Context: an optimization exercise on an open-source flow, tuned for small area, a short achievable clock period and few clock cycles per item. The choices shown serve that exercise and are no tape-out recipe.
The RTL was checked by simulation tests, not by an equivalence proof against the original design.
No activity file was given, so power comes from the tool's default toggle rates.

==> inputs of try-zinc <==
Design pid_heading_controller_core, start of the top module:
module pid_heading_controller_core (
    input  wire logic                                i_clk,
    input  wire logic                                i_rst_n,
    input  wire logic                                psel,
    input  wire logic                                penable,
    input  wire logic                                pwrite,
    input  wire logic [phc_pkg::ADDR_W-1:0]          paddr,
    input  wire logic [phc_pkg::DATA_W-1:0]          pwdata,
    output logic      [phc_pkg::DATA_W-1:0]          prdata,
    output logic                                     pready,
    input  wire logic                                i_in_valid,
    output logic                                     o_in_stall,
    input  wire logic signed [phc_pkg::ANGLE_W-1:0]  i_measured_angle,
    output logic                                     o_out_valid,
    input  wire logic                                i_out_stall,
    output logic signed [phc_pkg::DRIVE_W-1:0]       o_drive_cmd,
    output logic                                     o_clamped
);
    localparam int NV  = 2 + 3;
    localparam int CAP = NV + 2;
    localparam int NB  = CAP - 1;
    logic signed [15:0] r_target_angle;
    logic [9:0]         r_kp_one_n, r_kp_two_n, r_kp_neg;
    logic [9:0]         r_ki_one_n, r_ki_two_n, r_ki_neg;
    logic [9:0]         r_kd_one_n, r_kd_two_n, r_kd_neg;
    logic [9:0]         r_drive_limit;
    logic       w_cfg_wr;
    logic [2:0] w_reg_idx;
    logic [9:0] w_wr_one, w_wr_two, w_wr_neg;
    assign w_cfg_wr  = psel && penable && pwrite;
    assign w_reg_idx = paddr[4:2];
    assign pready    = 1'b1;
    always_comb begin
        for (int j = 0; j < 10; j++) begin
            w_wr_neg[j] = pwdata[2*j+1];
            w_wr_one[j] = pwdata[2*j] ^ ((j > 0) ? pwdata[2*j-1] : 1'b0);
            w_wr_two[j] = (pwdata[2*j+1] ^ pwdata[2*j]) & ~w_wr_one[j];
        end
    end
  ...
clock: 8.0 ns
lec_check: 0
abc_area: 1
cap_margin: 20
core_margin: 2
core_utilization: 60
cts_cluster_diameter: 100
cts_cluster_size: 22
place_density: 0.7
setup_slack_margin: 4.8
slew_margin: 20
synth_hierarchical: 1
synth_minimum_keep_size: 0
run.sh (not shown) runs the stock make flow with config.mk's settings and CLKGATE_MAP_FILE= SYNTH_SCRIPT=/design/flow/synth_recipe.tcl, a recipe that flattens the netlist after the stock synthesis.
==> inputs of try-nickel, as changes to try-zinc <==
--- a/flow/config.mk
+++ b/flow/config.mk
@@ -10,6 +10,4 @@
 export CORE_MARGIN = 2
 export CORE_UTILIZATION = 60
-export CTS_CLUSTER_DIAMETER = 100
-export CTS_CLUSTER_SIZE = 22
 export PLACE_DENSITY = 0.7
 export SETUP_SLACK_MARGIN = 4.8
==> inputs of try-quartz, as changes to try-zinc <==
--- a/flow/config.mk
+++ b/flow/config.mk
@@ -10,6 +10,6 @@
 export CORE_MARGIN = 2
 export CORE_UTILIZATION = 60
-export CTS_CLUSTER_DIAMETER = 100
-export CTS_CLUSTER_SIZE = 22
+export CTS_CLUSTER_DIAMETER = 150
+export CTS_CLUSTER_SIZE = 30
 export PLACE_DENSITY = 0.7
 export SETUP_SLACK_MARGIN = 4.8
==> inputs of try-onyx, as changes to try-zinc <==
--- a/flow/config.mk
+++ b/flow/config.mk
@@ -9,9 +9,9 @@
 export CAP_MARGIN = 20
 export CORE_MARGIN = 2
-export CORE_UTILIZATION = 60
+export CORE_UTILIZATION = 65
 export CTS_CLUSTER_DIAMETER = 100
 export CTS_CLUSTER_SIZE = 22
-export PLACE_DENSITY = 0.7
-export SETUP_SLACK_MARGIN = 4.8
+export PLACE_DENSITY = 0.75
+export SETUP_SLACK_MARGIN = 5.0
 export SLEW_MARGIN = 20
 export SYNTH_HIERARCHICAL = 1
==> qor summary <==
Status: try-quartz timing/DRC/antenna clean; try-onyx timing/DRC/antenna clean; try-zinc timing/DRC/antenna clean; try-nickel timing/DRC/antenna clean
FILL cells: try-quartz 7184; try-onyx 6020; try-zinc 7134; try-nickel 6921
Total placed instance area: try-quartz 53700 um^2; try-onyx 53600 um^2; try-zinc 53700 um^2; try-nickel 53700 um^2
Cts repair resizes: try-quartz 89; try-onyx 227; try-zinc 86; try-nickel 81
Detailed Route Iter0 Violations: try-quartz 6131; try-onyx 6276; try-zinc 6180; try-nickel 6344
Worst slack after detailed placement: try-quartz 3.45 ns; try-onyx 3.42 ns; try-zinc 3.45 ns; try-nickel 3.45 ns
Clock tree skew after final layout: try-quartz 0.0294 ns; try-onyx 0.0362 ns; try-zinc 0.0477 ns; try-nickel 0.0737 ns
Count of nets after finishing: try-quartz 6043; try-onyx 6103; try-zinc 6055; try-nickel 6094
Half-perimeter wire length after detailed placement: try-quartz 120000 um; try-onyx 120000 um; try-zinc 120000 um; try-nickel 120000 um
Initial antenna violation count: try-quartz 4; try-onyx 9; try-zinc 4; try-nickel 6
Non-clk buf share: try-quartz 3.24%; try-onyx 4.10%; try-zinc 3.20%; try-nickel 3.19%
Area Growth Syn to Fin: try-quartz 4.79%; try-onyx 6.89%; try-zinc 5.68%; try-nickel 8.60%
Worst setup margin: try-quartz 4.74 ns; try-onyx 4.91 ns; try-zinc 4.73 ns; try-nickel 4.69 ns
Die Y: try-quartz 300 um; try-onyx 288 um; try-zinc 300 um; try-nickel 300 um
Met1 WL: try-quartz 62000 um; try-onyx 63000 um; try-zinc 62300 um; try-nickel 62800 um
Internal power contribution: try-quartz 8130 uW; try-onyx 8500 uW; try-zinc 8470 uW; try-nickel 9700 uW
Testbench counts of try-zinc, summed over its fixed seeds: cycles 17,224, items 16,000.
Testbench counts of try-nickel, summed over its fixed seeds: cycles 17,224, items 16,000.
Testbench counts of try-quartz, summed over its fixed seeds: cycles 17,224, items 16,000.
Testbench counts of try-onyx, summed over its fixed seeds: cycles 17,224, items 16,000.


==> run G: inputs <==
Starting RTL as in the previous note.
clock: 8.0 ns
lec_check: 0
abc_area: 1
cap_margin: 20
core_margin: 2
core_utilization: 60
cts_cluster_diameter: 100
cts_cluster_size: 30
place_density: 0.7
setup_slack_margin: 4.8
slew_margin: 20
synth_hierarchical: 1
synth_minimum_keep_size: 0
==> inputs of run E, as changes to run G <==
CTS_CLUSTER_SIZE = 22   (was 30)
PLACE_DENSITY = 0.75   (was 0.7)
SETUP_SLACK_MARGIN = 5.0   (was 4.8)
==> inputs of run P, as changes to run G <==
CTS_CLUSTER_SIZE = 22   (was 30)
PLACE_DENSITY = 0.75   (was 0.7)
SETUP_SLACK_MARGIN = 4.9   (was 4.8)
==> results.json <==
{
  "slew_headroom_pct": 31.28,
  "clockNetworkAreaShare_pct": 2.039,
  "grt.met3_usage_pct": 16.49,
  "switching_power_mw": 6.442,
  "multi_input_area_share_pct": 62.42,
  "status": "finished clean",
  "pwr-share-comb_pct": 52.4,
  "rsz0062_at_grt": "false",
  "num-fill-cells": 6971,
  "antenna-diode-count": 6,
  "cp_slowest_cell": "fa_1",
  "swShare_pct": 43.23,
  "drt_iter0_drc": 6383,
  "grt_first_pass_wirelength_um": 262600
}
The numbers above come from run P.

==> results.json <==
{
  "grt.met3_usage_pct": 17.12,
  "multi_input_area_share_pct": 62.14,
  "clockNetworkAreaShare_pct": 2.175,
  "slew_headroom_pct": 25.02,
  "switching_power_mw": 6.525,
  "num-fill-cells": 6848,
  "drt_iter0_drc": 6555,
  "status": "finished clean",
  "grt_first_pass_wirelength_um": 266600,
  "swShare_pct": 43.29,
  "cp_slowest_cell": "fa_1",
  "pwr-share-comb_pct": 52.4
}
The numbers above come from run E.

==> results.json <==
{
  "grt.met3_usage_pct": 14.42,
  "grt_first_pass_wirelength_um": 256500,
  "slew_headroom_pct": 21.93,
  "pwr-share-comb_pct": 53.2,
  "h-tree-depth": 1,
  "num-fill-cells": 7166,
  "cp_slowest_cell": "dfxtp_2",
  "swShare_pct": 43.27,
  "grt-ovfl-total": 0,
  "multi_input_area_share_pct": 62.88,
  "rsz0062_at_grt": "true",
  "antenna-diode-count": 3,
  "status": "finished clean",
  "clockNetworkAreaShare_pct": 1.764,
  "min_to": "r_cut2[66]$_DFF_P_"
}
The numbers above come from run G.

Testbench counts of run G, summed over its fixed seeds: cycles 17,224, items 16,000.
Testbench counts of run E, summed over its fixed seeds: cycles 17,224, items 16,000.
Testbench counts of run P, summed over its fixed seeds: cycles 17,224, items 16,000.


==> trial 2: inputs <==
pid_heading_controller_core again, from the RTL that the note above started with.
clock: 8.0 ns
lec_check: 0
abc_area: 1
cap_margin: 20
core_margin: 2
core_utilization: 60
cts_cluster_diameter: 100
cts_cluster_size: 22
place_density: 0.8
setup_slack_margin: 4.9
slew_margin: 20
synth_hierarchical: 1
synth_minimum_keep_size: 0
==> build 86 (differences from trial 2) <==
--- a/flow/config.mk
+++ b/flow/config.mk
@@ -12,7 +12,7 @@
 export CTS_CLUSTER_DIAMETER = 100
 export CTS_CLUSTER_SIZE = 22
 export PLACE_DENSITY = 0.8
-export SETUP_SLACK_MARGIN = 4.9
+export SETUP_SLACK_MARGIN = 5.0
 export SLEW_MARGIN = 20
 export SYNTH_HIERARCHICAL = 1
 export SYNTH_MINIMUM_KEEP_SIZE = 0
==> comparison <==
Between trial 2 and build 86, the lower count of clock-buffer cells in the layout is in trial 2 (gap 4).
In sequential cell count, trial 2 and build 86 do not differ.
In synthesized area, trial 2 and build 86 do not differ.
In critical path depth, build 86 and trial 2 do not differ.
Global-route usage: build 86 is higher than trial 2 (0.79 points).
In build 86 the cell area is larger than in trial 2, by 0.69%.
In sequential power, trial 2 and build 86 hardly differ.
Total power: build 86 is higher than trial 2 (about 1.5%).
Against trial 2, the first-iteration DRC count of build 86 is higher by about 5.3%.
==> figures <==
item                                                                        build 86                     trial 2
Area share of buffers outside the clock network                               0.0382                      0.0364
Beginning of the critical path                            r_ki_two_n[1]$_SDFFE_PN1P_  r_kd_two_n[1]$_SDFFE_PN1P_
GRT Total Usage                                                                0.396                       0.388
Met3 Resource Use GR                                                           0.177                       0.161
Overall power                                                                15.2 mW                     15.0 mW
Placer Congestion                                                               1.03                        1.05
Result of the run                                            complete, no violations     complete, no violations
Via density per instance                                                        6.88                        6.75
Non-clock buffer count in the final layout                                       226                         229
DRC marker count from the first detailed-route iteration                       7,144                       6,782
Startpoint of the most critical hold path                        r_cut1[271]$_DFF_P_         r_cut1[273]$_DFF_P_
HPWL after DPL                                                            118,000 µm                  121,000 µm
Final critical path time including I/O delays and setup                      3050 ps                     3140 ps
Maximum clock skew at final layout                                           51.6 ps                     48.2 ps
Max Freq                                                                     328 MHz                     319 MHz
Peak fanout along the critical path                                               33                          19
Critical path data required time                                             8510 ps                     8460 ps
CTS Buf Count                                                                     40                          39
Routing usage on met2                                                          0.555                       0.555
Testbench counts of trial 2, summed over its fixed seeds: cycles 17,224, items 16,000.
Testbench counts of build 86, summed over its fixed seeds: cycles 17,224, items 16,000.

==> re-timing with driven ports <==
In the flow no input, the clock included, has a driving cell. The finished layouts below were timed again as built, in two steps. Step 1, drivers: a clkbuf_16 drives i_clk and a buf_2 each remaining input, both assumed. Step 2 times the ports against the registers' clock, not the clock port: input delays grow and output delays shrink by t, the midpoint of the rising clock arrivals with the driver on. a / b / c = ideal ports / drivers / drivers and shift; a / b = the first two.
| run | t (ns) | slack for setup (ns) | clock arrival spread, ns | worst slew at a driven data input, ns |
|---|---|---|---|---|
| try-zinc | 0.674 | 4.725 / 4.725 / 4.209 | 0.051 / 0.052 | 0.09 |
| try-nickel | 0.723 | 4.693 / 4.693 / 4.174 | 0.074 / 0.074 | 0.10 |
| try-quartz | 0.714 | 4.743 / 4.743 / 4.132 | 0.031 / 0.031 | 0.09 |
| try-onyx | 0.688 | 4.909 / 4.909 / 4.285 | 0.037 / 0.036 | 0.10 |
| run G | 0.747 | 4.743 / 4.743 / 4.186 | 0.052 / 0.052 | 0.09 |
| run E | 0.681 | 4.928 / 4.928 / 4.392 | 0.060 / 0.060 | 0.04 |
| run P | 0.694 | 4.864 / 4.864 / 4.249 | 0.042 / 0.042 | 0.05 |
| trial 2 | 0.680 | 4.864 / 4.856 / 4.296 | 0.049 / 0.048 | 0.06 |
| build 86 | 0.688 | 4.954 / 4.954 / 4.381 | 0.052 / 0.052 | 0.06 |
After both steps setup and hold are still met in every run listed. For try-onyx, which loses most, drivers alone change the setup slack by 0.000 ns; drivers and shift together by -0.624 ns.
